Source: an optimization exercise on an open RTL-to-GDS flow (aim: small area, a short achievable clock period and few clock cycles per item). Production flows keep margins and buffers that such runs may drop. Where RTL was checked, it was by simulation tests only, not by an equivalence proof against the original. No functional check of the RTL was part of runs 2 and 3. Power and IR drop assume default switching activity.

`run.sh`:
```
#!/bin/bash
# synth_recipe.tcl (not shown) runs the flow's synth.tcl, then flattens the netlist and writes it again
# the make line also repeats each setting of config.mk as NAME=value (left out here)
make -C /OpenROAD-flow-scripts/flow DESIGN_CONFIG=/design/flow/config.mk WORK_HOME=/design/flow/orfs CLKGATE_MAP_FILE= SYNTH_SCRIPT=/design/flow/synth_recipe.tcl finish
```
`config.mk`:
```
export PLATFORM = sky130hd
export DESIGN_NAME = interface_omega_damping
export DESIGN_NICKNAME = interface_omega_damping
export VERILOG_FILES = /design/flow/design.v
export SDC_FILE = /design/flow/constraint.sdc
export NUM_CORES = 4
export LEC_CHECK = 0
export CAP_MARGIN = 20
export CORE_MARGIN = 2
export CORE_UTILIZATION = 40
export SETUP_SLACK_MARGIN = 0.4
export SLEW_MARGIN = 20
```
`constraint.sdc`:
```
create_clock -name core_clock -period 13.5 [get_ports {clk}]
set_input_delay 2.7000 -clock core_clock [delete_from_list [all_inputs] [get_ports {clk}]]
set_output_delay 2.7000 -clock core_clock [all_outputs]
set_load 0.01 [all_outputs]
```
`design.v`:
```
package iod_pkg;
  localparam int COUNT_WIDTH = 32;
  localparam logic [1:0] REG_LOWER = 2'd0;
  localparam logic [1:0] REG_UPPER = 2'd1;
  localparam logic [1:0] REG_GAIN  = 2'd2;
  localparam logic [1:0] REG_BETA  = 2'd3;
  localparam logic [16:0] LOWER_RESET = 17'd0;
  localparam logic [16:0] UPPER_RESET = 17'd65536;
  localparam logic [15:0] GAIN_RESET  = 16'd256;
  localparam logic [15:0] BETA_RESET  = 16'd5898;
endpackage
module iod_cbrt_step (
  input  logic [44:0] rem,
  input  logic [2:0]  grp,
  input  logic [21:0] y,
  input  logic [42:0] s,
  input  logic [37:0] u,
  input  logic [58:0] d,
  input  logic [15:0] beta,
  output logic [44:0] rem_n,
  output logic [21:0] y_n,
  output logic [42:0] s_n,
  output logic [37:0] u_n,
  output logic [58:0] d_n
);
  logic [47:0] cur;
  logic [47:0] b;
  logic [48:0] diff;
  logic        t;
  assign cur  = {rem, grp};
  assign b    = {2'b0, s, 3'b0} + {3'b0, s, 2'b0} + {24'b0, y, 2'b0} + {25'b0, y, 1'b0} + 48'd1;
  assign diff = {1'b0, cur} - {1'b0, b};
  assign t    = !diff[48];
  assign rem_n = t ? diff[44:0] : cur[44:0];
  assign y_n   = {y[20:0], t};
  assign s_n   = t ? ({s[40:0], 2'b0} + {y[20:0], 2'b0} + 43'd1) : {s[40:0], 2'b0};
  assign u_n   = t ? ({u[36:0], 1'b0} + {22'b0, beta}) : {u[36:0], 1'b0};
  assign d_n   = t ? ({d[56:0], 2'b0} + {19'b0, u, 2'b0} + {43'b0, beta}) : {d[56:0], 2'b0};
endmodule
module iod_div_step (
  input  logic [58:0] rem,
  input  logic [1:0]  bits,
  input  logic [58:0] d,
  input  logic [60:0] d3,
  output logic [58:0] rem_n,
  output logic [1:0]  digit
);
  logic [60:0] r;
  logic [61:0] r1;
  logic [61:0] r2;
  logic [61:0] r3;
  assign r  = {rem, bits};
  assign r1 = {1'b0, r} - {3'b0, d};
  assign r2 = {1'b0, r} - {2'b0, d, 1'b0};
  assign r3 = {1'b0, r} - {1'b0, d3};
  always_comb begin
    if (!r3[61]) begin
      digit = 2'd3;
      rem_n = r3[58:0];
    end else if (!r2[61]) begin
      digit = 2'd2;
      rem_n = r2[58:0];
    end else if (!r1[61]) begin
      digit = 2'd1;
      rem_n = r1[58:0];
    end else begin
      digit = 2'd0;
      rem_n = r[58:0];
    end
  end
endmodule
module interface_omega_damping (
  input  logic        clk,
  input  logic        rst,
  input  logic        cfg_we,
  input  logic [1:0]  cfg_index,
  input  logic [16:0] cfg_data,
  input  logic        in_valid,
  output logic        in_ready,
  input  logic        start_of_pass,
  input  logic [16:0] phase_fraction,
  input  logic [31:0] eddy_viscosity,
  input  logic [63:0] cell_volume,
  input  logic [63:0] omega_in,
  output logic        out_valid,
  input  logic        out_ready,
  output logic [63:0] omega_out,
  output logic        was_corrected,
  output logic        saturated,
  output logic [31:0] corrected_so_far,
  output logic [31:0] cells_so_far
);
  logic [16:0] lower_limit;
  logic [16:0] upper_limit;
  logic [15:0] damping_gain;
  logic [15:0] beta_star;
  logic [18:0] g6;     
  logic [20:0] g18;    
  always_ff @(posedge clk) begin
    if (rst) begin
      lower_limit  <= iod_pkg::LOWER_RESET;
      upper_limit  <= iod_pkg::UPPER_RESET;
      damping_gain <= iod_pkg::GAIN_RESET;
      beta_star    <= iod_pkg::BETA_RESET;
    end else if (cfg_we) begin
      case (cfg_index)
        iod_pkg::REG_LOWER: lower_limit  <= cfg_data;
        iod_pkg::REG_UPPER: upper_limit  <= cfg_data;
        iod_pkg::REG_GAIN:  damping_gain <= cfg_data[15:0];
        iod_pkg::REG_BETA:  beta_star    <= cfg_data[15:0];
        default: ;
      endcase
    end
  end
  always_ff @(posedge clk) begin
    g6  <= {1'b0, damping_gain, 2'b0} + {2'b0, damping_gain, 1'b0};
    g18 <= {1'b0, damping_gain, 4'b0} + {4'b0, damping_gain, 1'b0};
  end
  logic        c_v;
  logic        c_corr;
  logic        c_sop;
  logic        c_done;
  logic [4:0]  c_gleft;    
  logic [4:0]  c_mleft;    
  logic [65:0] c_src;      
  logic [44:0] c_rem;
  logic [21:0] c_y;
  logic [42:0] c_s;
  logic [37:0] c_u;
  logic [58:0] c_d;
  logic [51:0] c_p;        
  logic        h_v;
  logic        h_sop;
  logic [63:0] h_omega;
  logic        d_busy;
  logic        d_sop;
  logic [5:0]  d_left;     
  logic [58:0] d_rem;
  logic [63:0] d_q;
  logic [58:0] d_d;
  logic [60:0] d_d3;
  logic in_window;
  logic accept;
  logic d_free;
  logic take_h;
  logic take_c;
  logic to_h;
  logic to_c;
  logic c_v_next;
  assign in_window = (phase_fraction > lower_limit) && (phase_fraction < upper_limit);
  assign accept    = in_valid && in_ready;
  assign d_free    = !d_busy && (!out_valid || out_ready);
  assign take_h    = d_free && h_v;
  assign take_c    = d_free && !h_v && c_v && (!c_corr || c_done);
  assign to_h      = accept && !in_window && (!h_v || take_h);
  assign to_c      = accept && !to_h;
  assign c_v_next  = to_c || (c_v && !take_c);
  always_ff @(posedge clk) begin
    if (rst) begin
      in_ready <= 1'b1;
    end else begin
      in_ready <= !c_v_next;
    end
  end
  logic [44:0] cs_rem;
  logic [21:0] cs_y;
  logic [42:0] cs_s;
  logic [37:0] cs_u;
  logic [58:0] cs_d;
  logic        skip_g;
  logic [4:0]  gleft_n;
  logic [4:0]  mleft_n;
  logic [20:0] m_mult;
  logic [21:0] m_sum;
  iod_cbrt_step u_cbrt_step (
    .rem   (c_rem),
    .grp   (c_src[65:63]),
    .y     (c_y),
    .s     (c_s),
    .u     (c_u),
    .d     (c_d),
    .beta  (beta_star),
    .rem_n (cs_rem),
    .y_n   (cs_y),
    .s_n   (cs_s),
    .u_n   (cs_u),
    .d_n   (cs_d)
  );
  assign skip_g  = (c_y == 22'd0) && (c_src[65:54] == 12'd0) && (c_gleft[4:2] != 3'd0);
  assign gleft_n = (c_gleft == 5'd0) ? 5'd0 : skip_g ? c_gleft - 5'd4 : c_gleft - 5'd1;
  assign mleft_n = (c_mleft == 5'd0) ? 5'd0 : c_mleft - 5'd1;
  always_comb begin
    case (c_p[1:0])
      2'd0:    m_mult = 21'd0;
      2'd1:    m_mult = {2'b0, g6};
      2'd2:    m_mult = {1'b0, g6, 1'b0};
      default: m_mult = g18;
    endcase
  end
  assign m_sum = {2'b0, c_p[51:32]} + {1'b0, m_mult};
  always_ff @(posedge clk) begin
    if (rst) begin
      c_v <= 1'b0;
    end else begin
      c_v <= c_v_next;
    end
  end
  always_ff @(posedge clk) begin
    if (to_c) begin
      c_corr  <= in_window;
      c_sop   <= start_of_pass;
      c_done  <= 1'b0;
      c_gleft <= 5'd22;
      c_src   <= {2'b00, in_window ? cell_volume : omega_in};
      c_rem   <= '0;
      c_y     <= '0;
      c_s     <= '0;
      c_u     <= '0;
      c_d     <= '0;
      c_p     <= {20'd0, eddy_viscosity};
      c_mleft <= 5'd16;
    end else if (c_v && c_corr && !c_done) begin
      c_gleft <= gleft_n;
      c_mleft <= mleft_n;
      c_done  <= (gleft_n == 5'd0) && (mleft_n == 5'd0);
      if (c_gleft != 5'd0) begin
        if (skip_g) begin
          c_src <= {c_src[53:0], 12'd0};
        end else begin
          c_src <= {c_src[62:0], 3'd0};
          c_rem <= cs_rem;
          c_y   <= cs_y;
          c_s   <= cs_s;
          c_u   <= cs_u;
          c_d   <= cs_d;
        end
      end
      if (c_mleft != 5'd0) begin
        c_p <= {m_sum, c_p[31:2]};
      end
    end
  end
  always_ff @(posedge clk) begin
    if (rst) begin
      h_v <= 1'b0;
    end else begin
      h_v <= to_h || (h_v && !take_h);
    end
  end
  always_ff @(posedge clk) begin
    if (to_h) begin
      h_sop   <= start_of_pass;
      h_omega <= omega_in;
    end
  end
  logic        c_ovf;
  logic [58:0] ds_rem;
  logic [1:0]  ds_digit;
  logic [66:0] r8;
  logic        skip_q;
  logic [5:0]  dleft_n;
  logic        finish;
  assign c_ovf = (c_d[58:29] == 30'd0) && (c_p[50:22] >= c_d[28:0]);
  iod_div_step u_div_step (
    .rem   (d_rem),
    .bits  (d_q[63:62]),
    .d     (d_d),
    .d3    (d_d3),
    .rem_n (ds_rem),
    .digit (ds_digit)
  );
  assign r8      = {d_rem, d_q[63:56]};
  assign skip_q  = (r8 < {8'd0, d_d}) && (d_left[5:2] != 4'd0);
  assign dleft_n = skip_q ? d_left - 6'd4 : d_left - 6'd1;
  assign finish  = d_busy && (dleft_n == 6'd0);
  always_ff @(posedge clk) begin
    if (rst) begin
      d_busy    <= 1'b0;
      out_valid <= 1'b0;
    end else begin
      if (out_valid && out_ready) begin
        out_valid <= 1'b0;
      end
      if (take_h) begin
        out_valid <= 1'b1;
      end else if (take_c) begin
        if (!c_corr || c_ovf) begin
          out_valid <= 1'b1;
        end else begin
          d_busy <= 1'b1;
        end
      end else if (finish) begin
        d_busy    <= 1'b0;
        out_valid <= 1'b1;
      end
    end
  end
  always_ff @(posedge clk) begin
    if (take_h) begin
      d_q           <= h_omega;
      was_corrected <= 1'b0;
      saturated     <= 1'b0;
    end else if (take_c) begin
      was_corrected <= c_corr;
      saturated     <= c_corr && c_ovf;
      d_sop         <= c_sop;
      if (!c_corr) begin
        d_q <= c_src[63:0];
      end else if (c_ovf) begin
        d_q <= '1;
      end else begin
        d_q    <= {c_p[21:0], 42'd0};
        d_rem  <= {30'd0, c_p[50:22]};
        d_d    <= c_d;
        d_d3   <= {2'b0, c_d} + {1'b0, c_d, 1'b0};
        d_left <= 6'd32;
      end
    end else if (d_busy) begin
      d_left <= dleft_n;
      if (skip_q) begin
        d_rem <= r8[58:0];
        d_q   <= {d_q[55:0], 8'd0};
      end else begin
        d_rem <= ds_rem;
        d_q   <= {d_q[61:0], ds_digit};
      end
    end
  end
  assign omega_out = d_q;
  logic        emit;
  logic        emit_sop;
  logic        emit_corr;
  logic [31:0] tc_base;
  logic [31:0] cc_base;
  always_comb begin
    emit      = 1'b0;
    emit_sop  = 1'b0;
    emit_corr = 1'b0;
    if (take_h) begin
      emit     = 1'b1;
      emit_sop = h_sop;
    end else if (take_c && (!c_corr || c_ovf)) begin
      emit      = 1'b1;
      emit_sop  = c_sop;
      emit_corr = c_corr;
    end else if (finish) begin
      emit      = 1'b1;
      emit_sop  = d_sop;
      emit_corr = 1'b1;
    end
  end
  assign tc_base = emit_sop ? 32'd0 : cells_so_far;
  assign cc_base = emit_sop ? 32'd0 : corrected_so_far;
  always_ff @(posedge clk) begin
    if (rst) begin
      cells_so_far     <= '0;
      corrected_so_far <= '0;
    end else if (emit) begin
      cells_so_far     <= (&tc_base) ? tc_base : tc_base + 32'd1;
      corrected_so_far <= (emit_corr && !(&cc_base)) ? cc_base + 32'd1 : cc_base;
    end
  end
endmodule
```
==> impl_metrics.csv, run 1 <==
group,metric,value,unit
status,outcome,"finished clean",
placed_design,place_hpwl,161,mm
sta,report.final.slew_viol_count,0,
cts,post_cts_buffers,0,
min_path,min_from,"damping_gain[0]",
logic_synthesis,yosysMostFrequentCell,"nand2_1",
sta,fmax,0.107,GHz
die,start_util,40.1,%
routing,drt_iter0_markers,5122,
cts,cts_made_buffers,99,
routing,drcViolationCount,0,
pwr,p_per_area,167,nW/um^2
cts,cts-root-buf,"clkbuf_16",
critical_path,cp_max_fo,75,
die,die_w,405,um
critical_path,cp-startpoint,"c_s[3]",
sta,setup_tns,0,ns
layout,fin_nets,8827,
grt,grt_pass1_wl,331,mm
die,core,160000,um^2
logic_synthesis,ys_ff_latch,823,
die,rows,147,
sta,worst_slack,4.18,ns
layout,post-route-util,45.8,%
cts,clock-sinks,823,
grt,grt_start_max_net_pins,183,
logic_synthesis,yosys-top-cells-area,"edfxtp_1, dfxtp_1, ha_1",
grt,grt_pass1_vias,56300,
critical_path,crit_buf_inv,2,
die,top_level_ports,334,
critical_path,cp.depth,36,
sta,setup_violations,0,
critical_path,critPathKind,"flop to flop",
logic_synthesis,synth_warnings,2,
sta,holdWs,0.404,ns
logic_synthesis,synth.top_cell.area_share,19.2,%
critical_path,crit_family,"compound AO/OA/AOI/OAI gates",
sta,hold_viol,0,
die,chipHeight,405,um
placed_design,dp_slack,4.24,ns
grt,grt_usage,25.5,%
logic_synthesis,synth.largest_area_cell,"edfxtp_1",
sta,rsz0062_at_grt,"no",
layout,syn_to_final_growth,14.0,%
routing,routedWlPerCell,20.9,um
critical_path,path_common_cell,"a21oi_1",
placed_design,routabilityCongestion,0.934,
placed_design,port_buffers,333,
critical_path,r2r-start,"c_s[3]",
cts,clkTransAtPathRegs,0.06,ns
pwr,p_leak,0.0303,uW
logic_synthesis,ys_types,96,
sta,post-route-period-util,69.1,%
layout,layout-drive-gt1-share,3.90,%
logic_synthesis,syn_area_per_cell,8.25,um^2
pwr,power.total,12300,uW
logic_synthesis,ys_seq_area_share,32.0,%
cts,ctsHoldBuffers,0,
sta,min_period,9.32,ns
sta,fin_skew,0.0525,ns
sta,slew_headroom,22.9,%
critical_path,r2r_cells,36,
critical_path,cpPeakStageDelay,0.74,ns
critical_path,crit_path_end_kind,"flop",
critical_path,worst-r2r-setup-slack,4.18,ns
logic_synthesis,ys_top_cells_by_count,"nand2_1, a21oi_1, ha_1",
routing,via_per_inst,5.79,
logic_synthesis,synth_flop_cell,"edfxtp_1",
min_path,whs_path_depth,0,
cts,cts_tree,"done",
critical_path,worst_ep_arrival_time,9.95,ns
job,max_cap_viol_count,0,
routing,vias,59100,
pwr,peakVddDrop,0.149,mV
min_path,hp-class,"flop to flop",
cts,clk_path_buf_depth,3,
critical_path,required,14.13,ns
critical_path,start_kind,"flop",
cts,clk_latency,0.76,ns
routing,drt-total-wl,214,mm
critical_path,slowest_stage,"buf_4",
sta,worst_pin_slew,1.16,ns
cts,cts_resized,0,
logic_synthesis,syn_area,64300,um^2
grt,grt_antenna_before_repair,27,
routing,antenna_left,0,
routing,first_pass_iters,7,
grt,overflow,0,
cts,ctsHtreeMaxLevel,3,
logic_synthesis,synth-async-reset-ratio,0,%
logic_synthesis,synth_edf_count,412,
die,die_area,164000,um^2
logic_synthesis,syn-num-nets,8682,
logic_synthesis,synthCells,7794,
where the power goes:
part | switching (uW) | internal [uW]
Sequential | 499 | 3100
Combinational | 3420 | 2310
Clock | 1190 | 1740
Total | 5100 | 7150
state kept, by name, summed over array words and instances (netlist names), 32 cells and up:
register	flops
cells_so_far	32
d_rem	59
h_omega	64
d_d3	60
c_src	66
d_d	59
corrected_so_far	32
d_q	64
c_u	38
c_d	58
c_p	52
c_s	41
c_rem	45
worst paths after layout:
path | end
hold reg to reg | g6[1]
hold / removal | g6[1]
setup reg to reg | c_d[56]
setup / recovery | c_d[56]
layout by cell type (no fill, tap or decap), types with 37 or more instances in the layout:
cell type,count
a211oi_1,245
a21o_1,245
a21oi_1,791
a31oi_1,139
and2_1,37
and3_1,69
buf_4,54
clkbuf_16,100
clkdlybuf4s50_1,332
dfxtp_1,411
edfxtp_1,412
fa_1,45
ha_1,641
inv_1,438
mux2i_1,79
nand2_1,968
nand2b_1,70
nand3_1,169
nand4_1,94
nor2_1,636
nor2b_1,110
nor3_1,144
nor4_1,47
o211ai_1,77
o21a_1,78
o21ai_0,438
o21ai_1,38
o21bai_1,58
or3_1,39
xnor2_1,319
xor2_1,186
area by class of cell:
class,instances,area [um^2]
flip-flops and latches,823,20600
clock buffers,132,2730
clock inverters,55,821
repair buffers,389,3780
fillers,15700,86900
diodes,24,60.1
inverters,442,1670
multi-input cells,6184,40900
well taps,2160,2700
stage by stage:
stage               std cells  instance area, um^2
detailed placement       9998                69700
global route            10200                73300
finish                  10200                73300
global placement         9998                69700
CTS                     10200                73200
floorplan                7794                64300
cell families after synthesis:
kind of cell / after synthesis / share of synthesized area [%]
XOR/XNOR: 505 / 6.88
adder cells (fa/ha/maj): 686 / 13.9
multiplexers: 99 / 1.59
AND/OR/NAND/NOR: 2473 / 17.4
buffers and inverters: 787 / 4.62
AO/OA/AOI/OAI: 2421 / 23.6
flip-flops: 823 / 32.0
layer usage:
metal	up-vias	routed length, um	global-route usage [%]
li1	28600	-	-
met2	2000	97600	41.4
met1	28100	94900	34.7
met5	-	0	0
met4	0	7210	8.97
met3	363	14100	3.44
Testbench counts, summed over its fixed seeds: cycles 19,019, items 1,200.
==> run 2, diff against run 1 <==
--- a/design.v
+++ b/design.v
@@ -14,5 +14,5 @@
   input  logic [2:0]  grp,
   input  logic [21:0] y,
-  input  logic [42:0] s,
+  input  logic [45:0] b,
   input  logic [37:0] u,
   input  logic [58:0] d,
@@ -20,19 +20,21 @@
   output logic [44:0] rem_n,
   output logic [21:0] y_n,
-  output logic [42:0] s_n,
+  output logic [45:0] b_n,
   output logic [37:0] u_n,
   output logic [58:0] d_n
 );
   logic [47:0] cur;
-  logic [47:0] b;
   logic [48:0] diff;
   logic        t;
+  logic [45:0] b0;
+  logic [45:0] b1;
   assign cur  = {rem, grp};
-  assign b    = {2'b0, s, 3'b0} + {3'b0, s, 2'b0} + {24'b0, y, 2'b0} + {25'b0, y, 1'b0} + 48'd1;
-  assign diff = {1'b0, cur} - {1'b0, b};
+  assign diff = {1'b0, cur} - {3'b0, b};
   assign t    = !diff[48];
+  assign b0 = {b[43:0], 2'b0} - ({21'b0, y[20:0], 3'b0} + {22'b0, y[20:0], 2'b0} + 46'd3);
+  assign b1 = {b[43:0], 2'b0} + ({20'b0, y[20:0], 5'b0} + {22'b0, y[20:0], 2'b0} + 46'd15);
   assign rem_n = t ? diff[44:0] : cur[44:0];
   assign y_n   = {y[20:0], t};
-  assign s_n   = t ? ({s[40:0], 2'b0} + {y[20:0], 2'b0} + 43'd1) : {s[40:0], 2'b0};
+  assign b_n   = t ? b1 : b0;
   assign u_n   = t ? ({u[36:0], 1'b0} + {22'b0, beta}) : {u[36:0], 1'b0};
   assign d_n   = t ? ({d[56:0], 2'b0} + {19'b0, u, 2'b0} + {43'b0, beta}) : {d[56:0], 2'b0};
@@ -126,5 +128,5 @@
   logic [44:0] c_rem;
   logic [21:0] c_y;
-  logic [42:0] c_s;
+  logic [45:0] c_b;
   logic [37:0] c_u;
   logic [58:0] c_d;
@@ -165,5 +167,5 @@
   logic [44:0] cs_rem;
   logic [21:0] cs_y;
-  logic [42:0] cs_s;
+  logic [45:0] cs_b;
   logic [37:0] cs_u;
   logic [58:0] cs_d;
@@ -177,5 +179,5 @@
     .grp   (c_src[65:63]),
     .y     (c_y),
-    .s     (c_s),
+    .b     (c_b),
     .u     (c_u),
     .d     (c_d),
@@ -183,5 +185,5 @@
     .rem_n (cs_rem),
     .y_n   (cs_y),
-    .s_n   (cs_s),
+    .b_n   (cs_b),
     .u_n   (cs_u),
     .d_n   (cs_d)
@@ -215,5 +217,5 @@
       c_rem   <= '0;
       c_y     <= '0;
-      c_s     <= '0;
+      c_b     <= 46'd1;
       c_u     <= '0;
       c_d     <= '0;
@@ -231,5 +233,5 @@
           c_rem <= cs_rem;
           c_y   <= cs_y;
-          c_s   <= cs_s;
+          c_b   <= cs_b;
           c_u   <= cs_u;
           c_d   <= cs_d;
@@ -271,7 +273,7 @@
   );
   assign r8      = {d_rem, d_q[63:56]};
-  assign skip_q  = (r8 < {8'd0, d_d}) && (d_left[5:2] != 4'd0);
+  assign skip_q  = (r8 < {8'd0, d_d}) && (d_left > 6'd4);
   assign dleft_n = skip_q ? d_left - 6'd4 : d_left - 6'd1;
-  assign finish  = d_busy && (dleft_n == 6'd0);
+  assign finish  = d_busy && (d_left == 6'd1);
   always_ff @(posedge clk) begin
     if (rst) begin
==> run 2 against run 1 <==
Net effect: routed wire length fell by 3.2%; area after synthesis down 0.22%; critical path depth fell by 19; setup slack improved by 1.9 ns; clock skew rose by 0.019 ns; via count fell by 2.5%; total power is 1.4% higher; sequential power is essentially flat; first-iteration DRC count rose by 3.8%; sequential cell count is 2 higher; clock power shrank 5%; critical path type is now primary input to flop; largest cell class unchanged.
==> impl_metrics.csv, run 2 <==
group,metric,value,unit
grt,grt_pass1_wl,320,mm
layout,mostFrequentLayoutCell,"nand2_1",
routing,drt-total-wl,207,mm
die,chipHeight,405,um
sta,post-route-period-util,54.7,%
logic_synthesis,syn_area_per_cell,8.40,um^2
sta,worst_pin_slew,1.10,ns
layout,nFillCells,15400,
critical_path,crit_path_end_kind,"flop",
sta,report.final.slew_viol_count,0,
cts,cts_made_buffers,94,
pwr,pwr-share-comb,48.5,%
grt,grt_usage,24.6,%
cts,cts-root-buf,"clkbuf_16",
cts,post_cts_buffers,0,
cts,cts_resized,0,
critical_path,cp-startpoint,"out_ready",
grt,grt_use_met1,34.6,%
die,die_area,164000,um^2
sta,slew_headroom,26.9,%
cts,clk_latency,0.75,ns
layout,top_regs,"c_src (66), d_q (64), h_omega (64)",
layout,multi_input_area,40600,um^2
pwr,peakVddDrop,0.234,mV
critical_path,start_kind,"primary input",
routing,routedWlPerCell,20.7,um
sta,setup_tns,0,ns
pwr,clkPwrFrac,22.4,%
logic_synthesis,synth_warnings,2,
logic_synthesis,ys_ff_latch,825,
grt,grt-busiest-layer,"met2",
logic_synthesis,ys_top_cells_by_count,"nand2_1, ha_1, a21oi_1",
cts,ctsHoldBuffers,0,
sta,min_period,7.39,ns
routing,antenna_left,0,
logic_synthesis,ys_seq_area_share,32.2,%
grt,grt_start_max_net_pins,94,
critical_path,slowest_stage,"a31oi_1",
layout,seq_area,20600,um^2
logic_synthesis,ys_types,92,
critical_path,worst_ep_arrival_time,7.99,ns
pwr,pwr-share-seq,29.1,%
critical_path,crit_chain,"clkdlybuf4s50_1 -> nand2b_1 -> nor2b_1 -> nand3b_1 -> or2_4 -> inv_2 -> nand3_1 -> nor3_1 -> a211oi_2 -> and3_1 -> ha_1 -> nand3_1 -> nor3_1 -> a31oi_1 -> nand2_1 -> or4_1 -> a21oi_1",
pwr,switching_share,42.4,%
logic_synthesis,yosysMostFrequentCell,"nand2_1",
sta,setup_violations,0,
routing,via_per_inst,5.77,
grt,use_met3,2.89,%
logic_synthesis,synth.largest_area_cell,"edfxtp_1",
layout,syn_to_final_growth,13.5,%
layout,final_cell_mix,"nand2_1, ha_1, a21oi_1",
routing,first_pass_iters,6,
pwr,p_leak,0.0305,uW
critical_path,r2r-start,"c_y[1]",
placed_design,place_hpwl,157,mm
sta,rsz0062_at_grt,"no",
pwr,p_int,7160,uW
layout,fin_nets,8727,
cts,clk_path_buf_depth,3,
pwr,p_per_area,171,nW/um^2
critical_path,critPathKind,"primary input to flop",
die,start_util,40.4,%
layout,layout-drive-gt1-share,4.42,%
cts,clkTransAtPathRegs,0.06,ns
pwr,power.switching,5270,uW
sta,fin_skew,0.0715,ns
logic_synthesis,synth_edf_count,412,
min_path,min_from,"damping_gain[0]",
grt,grt_use_met2,39.3,%
logic_synthesis,synth.top_cell.area_share,19.3,%
placed_design,routabilityCongestion,0.943,
grt,grt_antenna_before_repair,24,
layout,largest_register_ffs,66,
placed_design,place_area,69500,um^2
cts,ctsHtreeMaxLevel,3,
layout,largest-register,"c_src",
logic_synthesis,yosys-top-cells-area,"edfxtp_1, ha_1, dfxtp_1",
layout,fin_area,72800,um^2
critical_path,cpPeakStageDelay,0.77,ns
routing,vias,57600,
logic_synthesis,synthCells,7642,
grt,grt_pass1_vias,55100,
logic_synthesis,synth_flop_cell,"dfxtp_1",
job,max_cap_viol_count,0,
grt,overflow,0,
logic_synthesis,syn_area,64200,um^2
cts,clock-sinks,825,
logic_synthesis,synth-async-reset-ratio,0,%
routing,drt_iter0_markers,5315,
die,top_level_ports,334,
critical_path,required,14.10,ns
die,rows,146,
min_path,hp-class,"flop to flop",
cts,cts_tree,"done",
die,die_w,405,um
sta,fmax,0.135,GHz
die,core,159000,um^2
status,outcome,"finished clean",
logic_synthesis,syn-num-nets,8565,
routing,drcViolationCount,0,
critical_path,cp_max_fo,26,
placed_design,port_buffers,333,
sta,hold_viol,0,
[run 2: cell types whose count changed after synthesis, moves of 46 or more]
cell	delta
ha_1	+54
a21oi_1	-136
mux2i_1	-46
a21o_1	+53
nand2_1	-75
o21ai_0	-72
[run 2: per-layer routing]
metal  wire [um]  up-vias
met4        5280        0
li1            -    28100
met3       13200      278
met1       94800    27400
met2       93500     1823
met5           0        -
[run 2: stage by stage]
| stage | setup slack [ns] | util [%] | total power, uW | cells | hold WS [ns] |
|---|---|---|---|---|---|
| after floorplan | 1.69 | - | 8030 | 7642 | 0.372 |
| after global placement | 5.55 | 43.7 | 9520 | 9779 | 0.393 |
| after detailed placement | 5.49 | 43.7 | 9600 | 9780 | 0.397 |
| after CTS | 6.23 | 45.8 | 12400 | 9954 | 0.405 |
| after global routing | 5.75 | 45.8 | 13300 | 9977 | 0.422 |
| final | 6.11 | 45.8 | 12400 | 9977 | 0.401 |
[run 2: cell type report]
cell class	count	area share (%)
multi-input combinational	6013	55.8
sequential	825	28.3
timing repair buffer	392	5.18
tap	2072	3.56
clock buffer	111	3.41
inverter	478	2.47
clock inverter	63	1.16
antenna	23	0.0790
[run 2: final timing paths]
path	slack, ns	depth (start not counted)	end
max reg2reg	6.62	25	c_b[42]
min	0.40	0	g6[1]
max	6.11	17	corrected_so_far[4]
min reg2reg	0.40	0	g6[1]
[run 2: kinds of logic after synthesis]
family,Yosys count,synth area share (%)
muxes,88,1.48
buffers and inverters,804,4.74
adders and majority gates,721,14.4
and+or+nand+nor,2415,17.2
xor gates and xnor gates,496,6.77
AOI/OAI and AO/OA,2293,23.3
DFF,825,32.2
[run 2: worst max-delay path, delay by kind of cell]
| kind | cells | cell delay (ns) |
|---|---|---|
| simple gates | 11 | 2.98 |
| compound gates | 3 | 1.06 |
| buf+inv | 2 | 0.91 |
| fa+ha+maj | 1 | 0.29 |
[run 2: power by group through the flow]
stage	combinational, uW	clock (uW)	sequential, uW
6_report	6030	2780	3620
5_1_grt	6740	2920	3660
4_1_cts	5990	2830	3600
3_5_place_dp	5940	0	3650
3_3_place_gp	5870	0	3650
2_1_floorplan	4560	0	3470
==> run 3, diff against run 2 <==
--- a/design.v
+++ b/design.v
@@ -27,16 +27,31 @@
   logic [48:0] diff;
   logic        t;
-  logic [45:0] b0;
-  logic [45:0] b1;
+  logic [45:0] p0, q0, p1, q1;
+  logic [45:0] x0s, x0c, x1s, x1c;
+  logic [45:0] h0, h1;
+  logic [58:0] da, db, dc, ds, dcy;
   assign cur  = {rem, grp};
   assign diff = {1'b0, cur} - {3'b0, b};
   assign t    = !diff[48];
-  assign b0 = {b[43:0], 2'b0} - ({21'b0, y[20:0], 3'b0} + {22'b0, y[20:0], 2'b0} + 46'd3);
-  assign b1 = {b[43:0], 2'b0} + ({20'b0, y[20:0], 5'b0} + {22'b0, y[20:0], 2'b0} + 46'd15);
+  assign p0  = ~{23'b0, y, 1'b0};
+  assign q0  = ~{24'b0, y};
+  assign x0s = b ^ p0 ^ q0;
+  assign x0c = {(b[44:0] & p0[44:0]) | (b[44:0] & q0[44:0]) | (p0[44:0] & q0[44:0]), 1'b1};
+  assign p1  = {21'b0, y, 3'b011};
+  assign q1  = {24'b0, y};
+  assign x1s = b ^ p1 ^ q1;
+  assign x1c = {(b[44:0] & p1[44:0]) | (b[44:0] & q1[44:0]) | (p1[44:0] & q1[44:0]), 1'b0};
+  assign h0  = x0s + x0c;
+  assign h1  = x1s + x1c;
+  assign da  = {d[56:0], 2'b0};
+  assign db  = {19'b0, u, 2'b0};
+  assign dc  = {43'b0, beta};
+  assign ds  = da ^ db ^ dc;
+  assign dcy = {(da[57:0] & db[57:0]) | (da[57:0] & dc[57:0]) | (db[57:0] & dc[57:0]), 1'b0};
   assign rem_n = t ? diff[44:0] : cur[44:0];
   assign y_n   = {y[20:0], t};
-  assign b_n   = t ? b1 : b0;
+  assign b_n   = t ? {h1[43:0], 2'b11} : {h0[43:0], 2'b01};
   assign u_n   = t ? ({u[36:0], 1'b0} + {22'b0, beta}) : {u[36:0], 1'b0};
-  assign d_n   = t ? ({d[56:0], 2'b0} + {19'b0, u, 2'b0} + {43'b0, beta}) : {d[56:0], 2'b0};
+  assign d_n   = t ? (ds + dcy) : da;
 endmodule
 module iod_div_step (
@@ -147,20 +162,42 @@
   logic take_h;
   logic take_c;
+  logic h_free;
   logic to_h;
   logic to_c;
+  logic c_fin;
+  logic c_step;
+  logic c_ovf;
+  logic finish;
+  logic emit;
+  logic emit_sop;
+  logic emit_corr;
   logic c_v_next;
+  logic c_fin_next;
+  logic h_v_next;
+  logic d_busy_next;
+  logic out_valid_next;
+  logic [4:0] gleft_n;
+  logic [4:0] mleft_n;
   assign in_window = (phase_fraction > lower_limit) && (phase_fraction < upper_limit);
   assign accept    = in_valid && in_ready;
+  assign c_fin     = !c_corr || c_done;
+  assign c_step    = c_v && c_corr && !c_done;
   assign d_free    = !d_busy && (!out_valid || out_ready);
   assign take_h    = d_free && h_v;
-  assign take_c    = d_free && !h_v && c_v && (!c_corr || c_done);
-  assign to_h      = accept && !in_window && (!h_v || take_h);
+  assign take_c    = d_free && !h_v && c_v && c_fin;
+  assign h_free    = !h_v || take_h;
+  assign to_h      = accept && !in_window && h_free;
   assign to_c      = accept && !to_h;
-  assign c_v_next  = to_c || (c_v && !take_c);
+  assign c_v_next       = to_c || (c_v && !take_c);
+  assign c_fin_next     = to_c ? !in_window
+                               : (c_fin || ((gleft_n == 5'd0) && (mleft_n == 5'd0)));
+  assign h_v_next       = to_h || (h_v && !take_h);
+  assign d_busy_next    = (d_busy && !finish) || (take_c && c_corr && !c_ovf);
+  assign out_valid_next = (out_valid && !out_ready) || emit;
   always_ff @(posedge clk) begin
     if (rst) begin
       in_ready <= 1'b1;
     end else begin
-      in_ready <= !c_v_next;
+      in_ready <= !c_v_next || (c_fin_next && !h_v_next && !d_busy_next && !out_valid_next);
     end
   end
@@ -171,6 +208,4 @@
   logic [58:0] cs_d;
   logic        skip_g;
-  logic [4:0]  gleft_n;
-  logic [4:0]  mleft_n;
   logic [20:0] m_mult;
   logic [21:0] m_sum;
@@ -209,9 +244,10 @@
   end
   always_ff @(posedge clk) begin
-    if (to_c) begin
+    if (in_ready) begin
       c_corr  <= in_window;
       c_sop   <= start_of_pass;
       c_done  <= 1'b0;
       c_gleft <= 5'd22;
+      c_mleft <= 5'd16;
       c_src   <= {2'b00, in_window ? cell_volume : omega_in};
       c_rem   <= '0;
@@ -221,6 +257,5 @@
       c_d     <= '0;
       c_p     <= {20'd0, eddy_viscosity};
-      c_mleft <= 5'd16;
-    end else if (c_v && c_corr && !c_done) begin
+    end else if (c_step) begin
       c_gleft <= gleft_n;
       c_mleft <= mleft_n;
@@ -247,14 +282,13 @@
       h_v <= 1'b0;
     end else begin
-      h_v <= to_h || (h_v && !take_h);
+      h_v <= h_v_next;
     end
   end
   always_ff @(posedge clk) begin
-    if (to_h) begin
+    if (h_free) begin
       h_sop   <= start_of_pass;
       h_omega <= omega_in;
     end
   end
-  logic        c_ovf;
   logic [58:0] ds_rem;
   logic [1:0]  ds_digit;
@@ -262,5 +296,4 @@
   logic        skip_q;
   logic [5:0]  dleft_n;
-  logic        finish;
   assign c_ovf = (c_d[58:29] == 30'd0) && (c_p[50:22] >= c_d[28:0]);
   iod_div_step u_div_step (
@@ -281,58 +314,40 @@
       out_valid <= 1'b0;
     end else begin
-      if (out_valid && out_ready) begin
-        out_valid <= 1'b0;
-      end
-      if (take_h) begin
-        out_valid <= 1'b1;
-      end else if (take_c) begin
-        if (!c_corr || c_ovf) begin
-          out_valid <= 1'b1;
-        end else begin
-          d_busy <= 1'b1;
-        end
-      end else if (finish) begin
-        d_busy    <= 1'b0;
-        out_valid <= 1'b1;
-      end
+      d_busy    <= d_busy_next;
+      out_valid <= out_valid_next;
     end
   end
   always_ff @(posedge clk) begin
-    if (take_h) begin
-      d_q           <= h_omega;
-      was_corrected <= 1'b0;
-      saturated     <= 1'b0;
-    end else if (take_c) begin
-      was_corrected <= c_corr;
-      saturated     <= c_corr && c_ovf;
-      d_sop         <= c_sop;
-      if (!c_corr) begin
+    if (!d_busy) begin
+      d_rem  <= {30'd0, c_p[50:22]};
+      d_d    <= c_d;
+      d_d3   <= {2'b0, c_d} + {1'b0, c_d, 1'b0};
+      d_left <= 6'd32;
+      d_sop  <= c_sop;
+    end else begin
+      d_left <= dleft_n;
+      d_rem  <= skip_q ? r8[58:0] : ds_rem;
+    end
+  end
+  always_ff @(posedge clk) begin
+    if (d_busy) begin
+      d_q <= skip_q ? {d_q[55:0], 8'd0} : {d_q[61:0], ds_digit};
+    end else if (d_free) begin
+      was_corrected <= !h_v && c_corr;
+      saturated     <= !h_v && c_corr && c_ovf;
+      if (h_v) begin
+        d_q <= h_omega;
+      end else if (!c_corr) begin
         d_q <= c_src[63:0];
       end else if (c_ovf) begin
         d_q <= '1;
       end else begin
-        d_q    <= {c_p[21:0], 42'd0};
-        d_rem  <= {30'd0, c_p[50:22]};
-        d_d    <= c_d;
-        d_d3   <= {2'b0, c_d} + {1'b0, c_d, 1'b0};
-        d_left <= 6'd32;
-      end
-    end else if (d_busy) begin
-      d_left <= dleft_n;
-      if (skip_q) begin
-        d_rem <= r8[58:0];
-        d_q   <= {d_q[55:0], 8'd0};
-      end else begin
-        d_rem <= ds_rem;
-        d_q   <= {d_q[61:0], ds_digit};
+        d_q <= {c_p[21:0], 42'd0};
       end
     end
   end
   assign omega_out = d_q;
-  logic        emit;
-  logic        emit_sop;
-  logic        emit_corr;
-  logic [31:0] tc_base;
-  logic [31:0] cc_base;
+  logic [31:0] tc_inc;
+  logic [31:0] cc_inc;
   always_comb begin
     emit      = 1'b0;
@@ -352,6 +367,6 @@
     end
   end
-  assign tc_base = emit_sop ? 32'd0 : cells_so_far;
-  assign cc_base = emit_sop ? 32'd0 : corrected_so_far;
+  assign tc_inc = (&cells_so_far) ? cells_so_far : cells_so_far + 32'd1;
+  assign cc_inc = (&corrected_so_far) ? corrected_so_far : corrected_so_far + 32'd1;
   always_ff @(posedge clk) begin
     if (rst) begin
@@ -359,6 +374,6 @@
       corrected_so_far <= '0;
     end else if (emit) begin
-      cells_so_far     <= (&tc_base) ? tc_base : tc_base + 32'd1;
-      corrected_so_far <= (emit_corr && !(&cc_base)) ? cc_base + 32'd1 : cc_base;
+      cells_so_far     <= emit_sop ? 32'd1 : tc_inc;
+      corrected_so_far <= emit_sop ? {31'd0, emit_corr} : (emit_corr ? cc_inc : corrected_so_far);
     end
   end
==> run 3 against run 2 <==
Net effect: still clean on timing, DRC and antenna; sequential cell count is the same; count of clock-buffer cells in the layout rose by 12; total power shrank 3.3%; design area fell by 0.81%; hold slack gained 0.020 ns; sequential power fell by 14%; routed wire length increased by 2.5%; non-clock buffer count up 5; final cell count shrank 0.72%; die area is 0.79% lower; via count up 0.33%; clock power hardly changed; largest power group unchanged; highest routed layer unchanged.
==> impl_metrics.csv, run 3 <==
group,metric,value,unit
status,outcome,"finished clean",
pwr,p_leak,0.0306,uW
cts,clk_latency,0.74,ns
logic_synthesis,ys_top_cells_by_count,"a21oi_1, nand2_1, ha_1",
logic_synthesis,syn-num-nets,8485,
routing,drt_iter0_markers,5391,
layout,fin_cells,9905,
logic_synthesis,ys_seq_area_share,31.4,%
die,die_area,162000,um^2
routing,first_pass_iters,6,
sta,setup_tns,0,ns
logic_synthesis,yosysMostFrequentCell,"a21oi_1",
routing,via_per_inst,5.83,
critical_path,reg2reg_to,"d_rem[48]",
sta,report.final.slew_viol_count,0,
critical_path,crit_path_end_kind,"flop",
pwr,peakVddDrop,0.206,mV
grt,grt_pass1_wl,325,mm
cts,post_cts_buffers,0,
die,start_util,40.2,%
layout,layout-drive-gt1-share,4.74,%
routing,routedWlPerCell,21.4,um
cts,ctsHtreeMaxLevel,3,
sta,fin_skew,0.0677,ns
placed_design,place_hpwl,161,mm
critical_path,cp-startpoint,"phase_fraction[1]",
sta,setup_violations,0,
sta,slew_headroom,21.7,%
pwr,p_per_area,166,nW/um^2
cts,cts_resized,0,
critical_path,cp_max_fo,43,
min_path,hp-class,"flop to flop",
critical_path,worst-r2r-setup-slack,7.37,ns
layout,final_cell_mix,"a21oi_1, nand2_1, ha_1",
sta,hold_viol,0,
layout,top_regs,"c_src (66), d_q (64), h_omega (64)",
layout,syn_to_final_growth,13.5,%
die,top_level_ports,334,
logic_synthesis,synth.largest_area_cell,"edfxtp_1",
critical_path,required,13.95,ns
sta,post-route-period-util,47.4,%
critical_path,crit_chain,"clkdlybuf4s50_1 -> ha_1 -> nor2b_1 -> o21a_1 -> o21ai_0 -> nand2b_1 -> a21oi_1 -> nor2_1 -> a211oi_1 -> o21ai_0 -> a221o_1 -> o311ai_4 -> buf_4 -> buf_4 -> mux2i_1 -> a21oi_1",
sta,fmax,0.156,GHz
job,max_cap_viol_count,0,
critical_path,r2r_cells,13,
cts,clock-sinks,825,
grt,grt_pass1_vias,54800,
cts,clk_path_buf_depth,3,
grt,grt_antenna_before_repair,9,
grt,overflow,0,
critical_path,cpPeakStageDelay,0.74,ns
placed_design,dp.cells,9706,
min_path,min_from,"damping_gain[0]",
grt,grt_start_max_net_pins,191,
logic_synthesis,synth_edf_count,349,
critical_path,critPathKind,"primary input to flop",
cts,cts-root-buf,"clkbuf_16",
logic_synthesis,ys_types,91,
critical_path,crit_path_end,"c_src[23]",
routing,antenna_left,0,
logic_synthesis,syn_area_per_cell,8.37,um^2
layout,largest_register_ffs,66,
sta,rsz0062_at_grt,"no",
layout,fin_nets,8611,
placed_design,routabilityCongestion,0.966,
die,chipHeight,403,um
cts,ctsHoldBuffers,0,
logic_synthesis,synth_flop_cell,"dfxtp_1",
logic_synthesis,yosys-top-cells-area,"edfxtp_1, dfxtp_1, ha_1",
sta,worst_pin_slew,1.17,ns
layout,mostFrequentLayoutCell,"a21oi_1",
critical_path,r2r-start,"d_q[63]",
die,core,158000,um^2
sta,min_period,6.40,ns
die,die_w,403,um
placed_design,port_buffers,333,
die,rows,146,
logic_synthesis,syn_area,63700,um^2
cts,cts_made_buffers,99,
logic_synthesis,synth-async-reset-ratio,0,%
logic_synthesis,synthCells,7610,
critical_path,worst_ep_arrival_time,6.85,ns
grt,grt_usage,25.2,%
logic_synthesis,ys_ff_latch,825,
cts,cts_tree,"done",
critical_path,start_kind,"primary input",
routing,drcViolationCount,0,
routing,drt-total-wl,212,mm
logic_synthesis,synth.top_cell.area_share,16.5,%
routing,vias,57800,
cts,clkTransAtPathRegs,0.06,ns
layout,largest-register,"c_src",
critical_path,slowest_stage,"buf_4",
logic_synthesis,synth_warnings,2,
-- run 3: changes by cell type after synthesis, sizes merged, moves of 36 or more --
cell / before / now
a21oi: 656 / 804
mux2i: 33 / 147
nand2: 898 / 801
ha: 695 / 611
nor2: 641 / 558
nor2b: 134 / 53
a31oi: 141 / 66
dfxtp: 413 / 476
edfxtp: 412 / 349
xor2: 183 / 143
clkbuf: 294 / 332
a211oi: 241 / 277
fa: 26 / 62
-- run 3: power by group --
group,leakage [uW],total [uW],switching [uW],internal [uW]
Combinational,0.0212,6100,3920,2180
Clock,0.00163,2790,1180,1610
Sequential,0.00772,3130,272,2860
-- run 3: worst max-delay path, delay by kind of cell --
family                   cells  cell delay (ns)
buffers and inverters        3             1.68
AO/OA/AOI/OAI                8             1.43
adder cells (fa/ha/maj)      1             0.32
AND/OR/NAND/NOR              3             0.28
multiplexers                 1             0.28
-- run 3: routing by layer --
layer / vias to the layer above / global-route usage, % / wire length [um]
li1: 28000 / - / -
met4: 0 / 8.08 / 6640
met2: 1929 / 39.3 / 93600
met3: 331 / 3.24 / 13700
met1: 27500 / 35.9 / 98100
met5: - / 0 / 0
-- run 3: cell families after synthesis --
| logic type | after synthesis | share of synthesized area, % |
|---|---|---|
| xor+xnor | 440 | 6.05 |
| fa+ha+maj | 673 | 14.0 |
| compound gates | 2371 | 23.9 |
| buf+inv | 856 | 5.07 |
| mux | 198 | 3.21 |
| simple gates | 2247 | 16.4 |
| flops | 825 | 31.4 |
-- run 3: worst min path at each step --
stage | depth (start not counted) | endpoint
6_report | 0 | g6[1]
5_1_grt | 0 | g6[1]
4_1_cts | 0 | g6[1]
3_5_place_dp | 0 | g6[1]
3_3_place_gp | 0 | g6[1]
2_1_floorplan | 0 | g6[1]
-- run 3: final cells by class --
type	count	area (um^2)
Antenna cell	12	30.0
Clock buffer	123	2660
Clock inverter	63	747
Fill cell	15600	85900
Inverter	484	1820
Multi-Input combinational cell	5929	40600
Sequential cell	825	20000
Tap cell	2072	2590
Timing Repair Buffer	397	3820
-- run 3: through the flow --
step / power (uW) / cell area (um^2) / hold slack, ns / util, % / setup WS [ns]
finish: 12000 / 72300 / 0.421 / 45.7 / 7.10
global route: 12600 / 72300 / 0.432 / 45.7 / 6.88
CTS: 11900 / 72200 / 0.419 / 45.7 / 7.15
detailed placement: 9110 / 68800 / 0.411 / 43.5 / 6.39
global placement: 9100 / 68800 / 0.402 / 43.5 / 6.37
floorplan: 7150 / 63700 / 0.372 / - / 7.53
==> run 4, diff against run 3 <==
--- a/design.v
+++ b/design.v
@@ -141,4 +141,5 @@
   logic [4:0]  c_mleft;    
   logic [65:0] c_src;      
+  logic [63:0] c_om;       
   logic [44:0] c_rem;
   logic [21:0] c_y;
@@ -250,5 +251,6 @@
       c_gleft <= 5'd22;
       c_mleft <= 5'd16;
-      c_src   <= {2'b00, in_window ? cell_volume : omega_in};
+      c_src   <= {2'b00, cell_volume};
+      c_om    <= omega_in;
       c_rem   <= '0;
       c_y     <= '0;
@@ -339,5 +341,5 @@
         d_q <= h_omega;
       end else if (!c_corr) begin
-        d_q <= c_src[63:0];
+        d_q <= c_om;
       end else if (c_ovf) begin
         d_q <= '1;
@@ -350,21 +352,9 @@
   logic [31:0] tc_inc;
   logic [31:0] cc_inc;
-  always_comb begin
-    emit      = 1'b0;
-    emit_sop  = 1'b0;
-    emit_corr = 1'b0;
-    if (take_h) begin
-      emit     = 1'b1;
-      emit_sop = h_sop;
-    end else if (take_c && (!c_corr || c_ovf)) begin
-      emit      = 1'b1;
-      emit_sop  = c_sop;
-      emit_corr = c_corr;
-    end else if (finish) begin
-      emit      = 1'b1;
-      emit_sop  = d_sop;
-      emit_corr = 1'b1;
-    end
-  end
+  logic emit_ready;
+  assign emit_ready = !d_busy && (h_v || (c_v && c_fin && (!c_corr || c_ovf)));
+  assign emit       = finish || ((!out_valid || out_ready) && emit_ready);
+  assign emit_sop   = d_busy ? d_sop : h_v ? h_sop : c_sop;
+  assign emit_corr  = d_busy || (!h_v && c_corr);
   assign tc_inc = (&cells_so_far) ? cells_so_far : cells_so_far + 32'd1;
   assign cc_inc = (&corrected_so_far) ? corrected_so_far : corrected_so_far + 32'd1;
==> run 4 against run 3 <==
Net effect: synthesized cell count grew 0.24%; clock power is 5% higher; hold slack better by 0.00090 ns; first-iteration DRC count shrank 13%; critical endpoint is now c_d[57]; count of clock-buffer cells in the layout unchanged; setup slack better by 1.1 ns; utilization rose by 0.13 points; highest routed layer unchanged; largest power group unchanged.
==> impl_metrics.csv, run 4 <==
group,metric,value,unit
cts,ctsHoldBuffers,0,
pwr,switching_share,45.7,%
critical_path,worst_ep_arrival_time,5.89,ns
sta,rsz0062_at_grt,"no",
job,max_cap_viol_count,0,
logic_synthesis,ys_seq_area_share,33.8,%
cts,cts-root-buf,"clkbuf_16",
routing,vias,57000,
cts,clk_path_buf_depth,3,
critical_path,critPathKind,"flop to flop",
logic_synthesis,synthCells,7628,
routing,drcViolationCount,0,
sta,hold_viol,0,
sta,slew_headroom,15.3,%
logic_synthesis,synth.top_cell.area_share,19.1,%
logic_synthesis,synth_edf_count,413,
logic_synthesis,syn_area,64900,um^2
cts,cts_made_buffers,100,
placed_design,place_area,70000,um^2
layout,syn_to_final_growth,13.5,%
die,start_util,40.4,%
cts,clock-sinks,889,
die,rows,147,
critical_path,crit_path_end_kind,"flop",
pwr,pwr-share-comb,52.3,%
logic_synthesis,ys_ff_latch,889,
pwr,p_int,7170,uW
die,chipHeight,407,um
grt,grt_usage,23.9,%
critical_path,worst-r2r-setup-slack,8.19,ns
layout,largest_register_ffs,66,
grt,grt_pass1_vias,54500,
die,die_w,407,um
cts,cts_tree,"done",
logic_synthesis,ys_top_cells_by_count,"nand2_1, a21oi_1, nor2_1",
routing,first_pass_iters,6,
routing,drt_iter0_markers,4691,
layout,fin_area,73600,um^2
cts,clkTransAtPathRegs,0.06,ns
routing,drt-total-wl,204,mm
logic_synthesis,syn-num-nets,8503,
logic_synthesis,synth.largest_area_cell,"edfxtp_1",
logic_synthesis,syn_area_per_cell,8.51,um^2
layout,largest-register,"c_src",
layout,layout-drive-gt1-share,4.51,%
logic_synthesis,ys_types,96,
logic_synthesis,yosys-top-cells-area,"edfxtp_1, dfxtp_1, ha_1",
placed_design,port_buffers,333,
cts,post_cts_buffers,0,
routing,via_per_inst,5.71,
pwr,peakVddDrop,0.300,mV
die,top_level_ports,334,
placed_design,place_hpwl,154,mm
logic_synthesis,yosysMostFrequentCell,"nand2_1",
placed_design,routabilityCongestion,0.955,
layout,final_cell_mix,"nand2_1, a21oi_1, nor2_1",
sta,setup_tns,0,ns
layout,mostFrequentLayoutCell,"nand2_1",
critical_path,required,14.07,ns
cts,ctsHtreeMaxLevel,3,
routing,routedWlPerCell,20.4,um
critical_path,start_kind,"flop",
die,core,161000,um^2
sta,worst_pin_slew,1.26,ns
pwr,clkPwrFrac,22.3,%
sta,report.final.slew_viol_count,0,
sta,post-route-period-util,39.4,%
logic_synthesis,synth-async-reset-ratio,0,%
pwr,p_leak,0.0306,uW
sta,fin_skew,0.0433,ns
pwr,pwr-share-seq,25.4,%
grt,grt_antenna_before_repair,8,
min_path,hp-class,"flop to flop",
logic_synthesis,synth_warnings,2,
sta,min_period,5.31,ns
grt,overflow,0,
grt,grt_start_max_net_pins,136,
pwr,p_per_area,180,nW/um^2
cts,cts_resized,0,
pwr,power.switching,6050,uW
status,outcome,"finished clean",
critical_path,cp_max_fo,95,
cts,clk_latency,0.74,ns
grt,grt_pass1_wl,315,mm
layout,fin_nets,8620,
sta,setup_violations,0,
routing,antenna_left,0,
die,die_area,165000,um^2
sta,fmax,0.188,GHz
logic_synthesis,synth_flop_cell,"dfxtp_1",
run 4: cell types whose count changed after synthesis, sizes merged, moves of 51 or more:
cell    change
edfxtp     +64
mux2i      -81
nand2b     +51
nor2       +63
a31oi      +59
a21oi      -80
run 4: worst paths after layout:
kind                                 startpoint  endpoint  depth (start not counted)
worst max register to register           c_b[9]   c_d[57]                         15
worst min register to register  damping_gain[0]     g6[1]                          0
worst max-delay path                     c_b[9]   c_d[57]                         15
worst min-delay path            damping_gain[0]     g6[1]                          0
run 4: worst max-delay path, cell delays in order, from the launching register on:
cell and delay (ns):
dfxtp_1 0.41, inv_1 0.10, ha_1 0.35, a21o_1 0.17, a21o_1 0.19, a2111oi_0 0.41
o21ai_1 0.21, a221oi_2 0.45, o32a_1 0.29, and2_4 0.90, buf_4 0.83, a211oi_2 0.18
and4_1 0.32, nand3_1 0.12, xnor2_1 0.12, a211oi_1 0.08
run 4: stage by stage:
step                utilization [%]  hold slack, ns  total power [uW]  std cells  setup slack [ns]
floorplan                         -           0.372              8070       7628              8.19
global placement               43.5           0.410             10100       9801              7.76
detailed placement             43.6           0.405             10200       9802              7.68
CTS                            45.8           0.423             13200       9987              8.20
global route                   45.8           0.431             14000       9995              7.62
finish                         45.8           0.422             13200       9996              8.19
run 4: cells by family (layout without fill, tap and decap cells):
group / Yosys count / count (layout) / synth area share [%]
simple gates: 2320 / 2320 / 16.4
fa+ha+maj: 673 / 673 / 13.7
buf+inv: 810 / 1010 / 4.77
flops: 889 / 889 / 33.8
mux: 112 / 112 / 1.82
other cells: 0 / 8 / 0
xor+xnor: 480 / 480 / 6.48
compound gates: 2344 / 2344 / 23.0
run 4: per-layer routing:
| metal | up-vias | GRT usage, % | routed length [um] | share of wire, % |
|---|---|---|---|---|
| met4 | 0 | 7.94 | 6210 | 3.0 |
| li1 | 27900 | - | - | - |
| met1 | 27300 | 33.1 | 93300 | 46 |
| met3 | 285 | 2.63 | 10700 | 5.2 |
| met5 | - | 0 | 0 | 0 |
| met2 | 1555 | 38.8 | 93800 | 46 |
run 4: final cells by class:
cell class / count / area (um^2)
antenna: 8 / 20.0
multi-input combinational: 5929 / 40000
clock inverter: 62 / 816
sequential: 889 / 21900
clock buffer: 123 / 2720
tap: 2160 / 2700
fill: 15700 / 87100
timing repair buffer: 389 / 3790
inverter: 436 / 1640
run 4: power groups by stage:
stage               combinational [uW]  clock [uW]  sequential (uW)
global placement                  6740           0             3410
floorplan                         4720           0             3350
CTS                               6810        3000             3360
global route                      7510        3100             3390
detailed placement                6760           0             3410
finish                            6910        2940             3360
Testbench counts of run 4, summed over its fixed seeds: cycles 18,910, items 1,200.
==> run 5, diff against run 4 <==
==> flow/run.sh (new file) <==
#!/bin/bash
set -euo pipefail
export BUFFER_PORTS_ARGS="-buffer_cell sky130_fd_sc_hd__buf_2"
bash standard.sh > standard.log 2>&1
==> standard.sh (new file) <==
#!/bin/bash
# synth_recipe.tcl (not shown) runs the flow's synth.tcl, then flattens the netlist and writes it again
# the make line also repeats each setting of config.mk as NAME=value (left out here)
make -C /OpenROAD-flow-scripts/flow DESIGN_CONFIG=/design/flow/config.mk WORK_HOME=/design/flow/orfs CLKGATE_MAP_FILE= SYNTH_SCRIPT=/design/flow/synth_recipe.tcl "${@:-finish}"
removed: run.sh
==> run 5 against run 4 <==
Net effect: final cell count about the same; global-route usage down 0.20 points; area after synthesis unchanged; critical path type unchanged; largest power group unchanged.
==> impl_metrics.csv, run 5 <==
group,metric,value,unit
pwr,peakVddDrop,0.304,mV
critical_path,crit_chain,"inv_1 -> ha_1 -> fa_1 -> nand2b_1 -> a21oi_1 -> o21ai_1 -> a2111oi_1 -> or2_1 -> a211o_1 -> nor3_1 -> o31ai_4 -> nor2_1 -> nor2_1 -> a21oi_1 -> o221ai_1",
placed_design,dp.cells,9799,
routing,drcViolationCount,0,
layout,largest-register,"c_src",
logic_synthesis,syn-num-nets,8503,
logic_synthesis,ys_ff_latch,889,
sta,hold_viol,0,
layout,fin_cells,9997,
critical_path,cp_max_fo,21,
sta,fin_skew,0.0422,ns
layout,mostFrequentLayoutCell,"nand2_1",
routing,via_per_inst,5.65,
die,chipHeight,407,um
routing,first_pass_iters,5,
layout,layout-drive-gt1-share,8.59,%
grt,grt_pass1_vias,54400,
logic_synthesis,yosys-top-cells-area,"edfxtp_1, dfxtp_1, ha_1",
cts,cts_made_buffers,99,
cts,clk_latency,0.74,ns
sta,rsz0062_at_grt,"no",
sta,setup_tns,0,ns
critical_path,slowest_stage,"a2111oi_1",
grt,grt_start_max_net_pins,206,
cts,post_cts_buffers,0,
logic_synthesis,syn_area,64900,um^2
logic_synthesis,synthCells,7628,
sta,min_period,5.72,ns
logic_synthesis,synth_xor_area_share,6.48,%
placed_design,port_buffers,333,
logic_synthesis,synth-async-reset-ratio,0,%
routing,routedWlPerCell,20.2,um
cts,clock-sinks,889,
die,rows,147,
layout,syn_to_final_growth,10.6,%
logic_synthesis,synth_flop_cell,"dfxtp_1",
layout,largest_register_ffs,66,
logic_synthesis,synth_top_family_by_area,"compound AO/OA/AOI/OAI gates",
grt,grt_pass1_wl,312,mm
logic_synthesis,synth_edf_count,413,
die,top_level_ports,334,
logic_synthesis,yosys.area_share.adder,13.7,%
die,core,161000,um^2
critical_path,cpPeakStageDelay,0.84,ns
routing,drt_iter0_markers,4381,
cts,cts-root-buf,"clkbuf_16",
pwr,p_per_area,181,nW/um^2
cts,clk_path_buf_depth,3,
min_path,hp-class,"flop to flop",
sta,post-route-period-util,42.3,%
logic_synthesis,synth.largest_area_cell,"edfxtp_1",
cts,clkTransAtPathRegs,0.06,ns
sta,setup_violations,0,
grt,grt_usage,23.7,%
logic_synthesis,synthMuxAreaShare,1.82,%
die,start_util,40.4,%
sta,fmax,0.175,GHz
logic_synthesis,synth_compound_area_share,23.0,%
sta,report.final.slew_viol_count,0,
cts,cts_resized,0,
logic_synthesis,synth.top_cell.area_share,19.1,%
cts,ctsHoldBuffers,0,
cts,ctsHtreeMaxLevel,3,
critical_path,critPathKind,"flop to flop",
logic_synthesis,synth_warnings,2,
routing,vias,56500,
grt,overflow,0,
critical_path,required,14.05,ns
routing,drt-total-wl,202,mm
pwr,p_leak,0.0306,uW
routing,antenna_left,0,
layout,fin_nets,8615,
critical_path,crit_path_end_kind,"flop",
sta,slew_headroom,21.4,%
logic_synthesis,ys_types,96,
logic_synthesis,syn_area_per_cell,8.51,um^2
grt,grt_antenna_before_repair,18,
cts,cts_tree,"done",
placed_design,routabilityCongestion,0.958,
status,outcome,"finished clean",
critical_path,start_kind,"flop",
critical_path,worst_ep_arrival_time,6.26,ns
placed_design,place_hpwl,152,mm
sta,worst_pin_slew,1.18,ns
logic_synthesis,ys_seq_area_share,33.8,%
logic_synthesis,synthSimpleGateAreaFrac,16.4,%
layout,final_cell_mix,"nand2_1, a21oi_1, nor2_1",
logic_synthesis,ys_top_cells_by_count,"nand2_1, a21oi_1, nor2_1",
die,die_w,407,um
job,max_cap_viol_count,0,
logic_synthesis,yosysMostFrequentCell,"nand2_1",
die,die_area,165000,um^2
==> run 5: worst paths after layout <==
check,slack (ns),to,depth (start not counted),from
worst min register to register,0.42,g6[1],0,damping_gain[0]
worst max-delay path,7.78,d_rem[0],15,d_q[63]
worst min-delay path,0.42,g6[1],0,damping_gain[0]
worst max register to register,7.78,d_rem[0],15,d_q[63]
==> run 5: worst max-delay path, delay by kind of cell, from the launching register on <==
| kind | cells | cell delay, ns |
|---|---|---|
| AOI/OAI and AO/OA | 7 | 3.04 |
| adders and majority gates | 2 | 0.68 |
| buffers and inverters | 1 | 0.17 |
| DFF | 1 | 0.48 |
| and+or+nand+nor | 5 | 1.16 |
==> run 5: final cells by class <==
class / count / area, um^2
antenna: 12 / 30.0
clock buffer: 120 / 2630
clock inverter: 66 / 744
fill: 16000 / 89000
inverter: 436 / 1640
multi-input combinational: 5929 / 40000
sequential: 889 / 21900
tap: 2160 / 2700
timing repair buffer: 385 / 2080
==> run 5: cells by family after synthesis <==
logic type	Yosys count
flops	889
mux	112
simple gates	2320
compound gates	2344
buf+inv	810
fa+ha+maj	673
xor+xnor	480
==> run 5: where the power goes <==
group	switching [uW]	internal [uW]
Sequential	240	3120
Combinational	4520	2240
Clock	1220	1620
==> run 5: routing by layer <==
| layer | vias to the layer above | GRT usage [%] | part of all wire [%] |
|---|---|---|---|
| met5 | - | 0 | 0.011 |
| met4 | 4 | 8.02 | 3.1 |
| met3 | 256 | 3.01 | 5.4 |
| met2 | 1456 | 38.3 | 46 |
| met1 | 26800 | 32.7 | 45 |
| li1 | 27900 | - | - |
==> run 5: metrics by stage <==
| step | total power (uW) | instance area [um^2] | util [%] | hold slack (ns) | setup WS, ns |
|---|---|---|---|---|---|
| floorplan | 8070 | 64900 | - | 0.372 | 8.19 |
| global placement | 10000 | 68300 | 42.5 | 0.401 | 7.92 |
| detailed placement | 10000 | 68300 | 42.5 | 0.400 | 7.74 |
| CTS | 12900 | 71700 | 44.6 | 0.417 | 7.69 |
| global route | 13800 | 71800 | 44.6 | 0.447 | 7.51 |
| finish | 13000 | 71800 | 44.6 | 0.416 | 7.78 |

[separate check: timing with driven ports]
No port has a modelled driver above. Below, the same layouts with a new extraction and two added sets of constraints. Step 1 assumes that a clkbuf_16 drives the clock port and a buf_2 every other input. Step 2 adds t to the input delays and takes it off the output delays; t is the mean of the earliest and latest rising clock arrival at the registers after step 1. Input paths then give back, and output paths get back, about the clock's delay inside the block. Slacks: ideal ports / drivers / drivers and shift; pairs: ideal ports / drivers.
| run | t (ns) | setup WS [ns] | latest minus earliest clock arrival (ns) |
|---|---|---|---|
| run 1 | 0.807 | 4.178 / 4.178 / 4.178 | 0.053 / 0.053 |
| run 2 | 0.782 | 6.111 / 6.156 / 5.374 | 0.073 / 0.073 |
| run 3 | 0.783 | 7.097 / 7.155 / 6.372 | 0.070 / 0.069 |
| run 4 | 0.792 | 8.187 / 8.187 / 7.698 | 0.043 / 0.044 |
| run 5 | 0.790 | 7.784 / 7.784 / 7.784 | 0.043 / 0.043 |
After both steps every run listed still meets setup and hold. For run 2, which loses most, drivers alone change the setup slack by +0.045 ns; drivers and shift together by -0.737 ns.
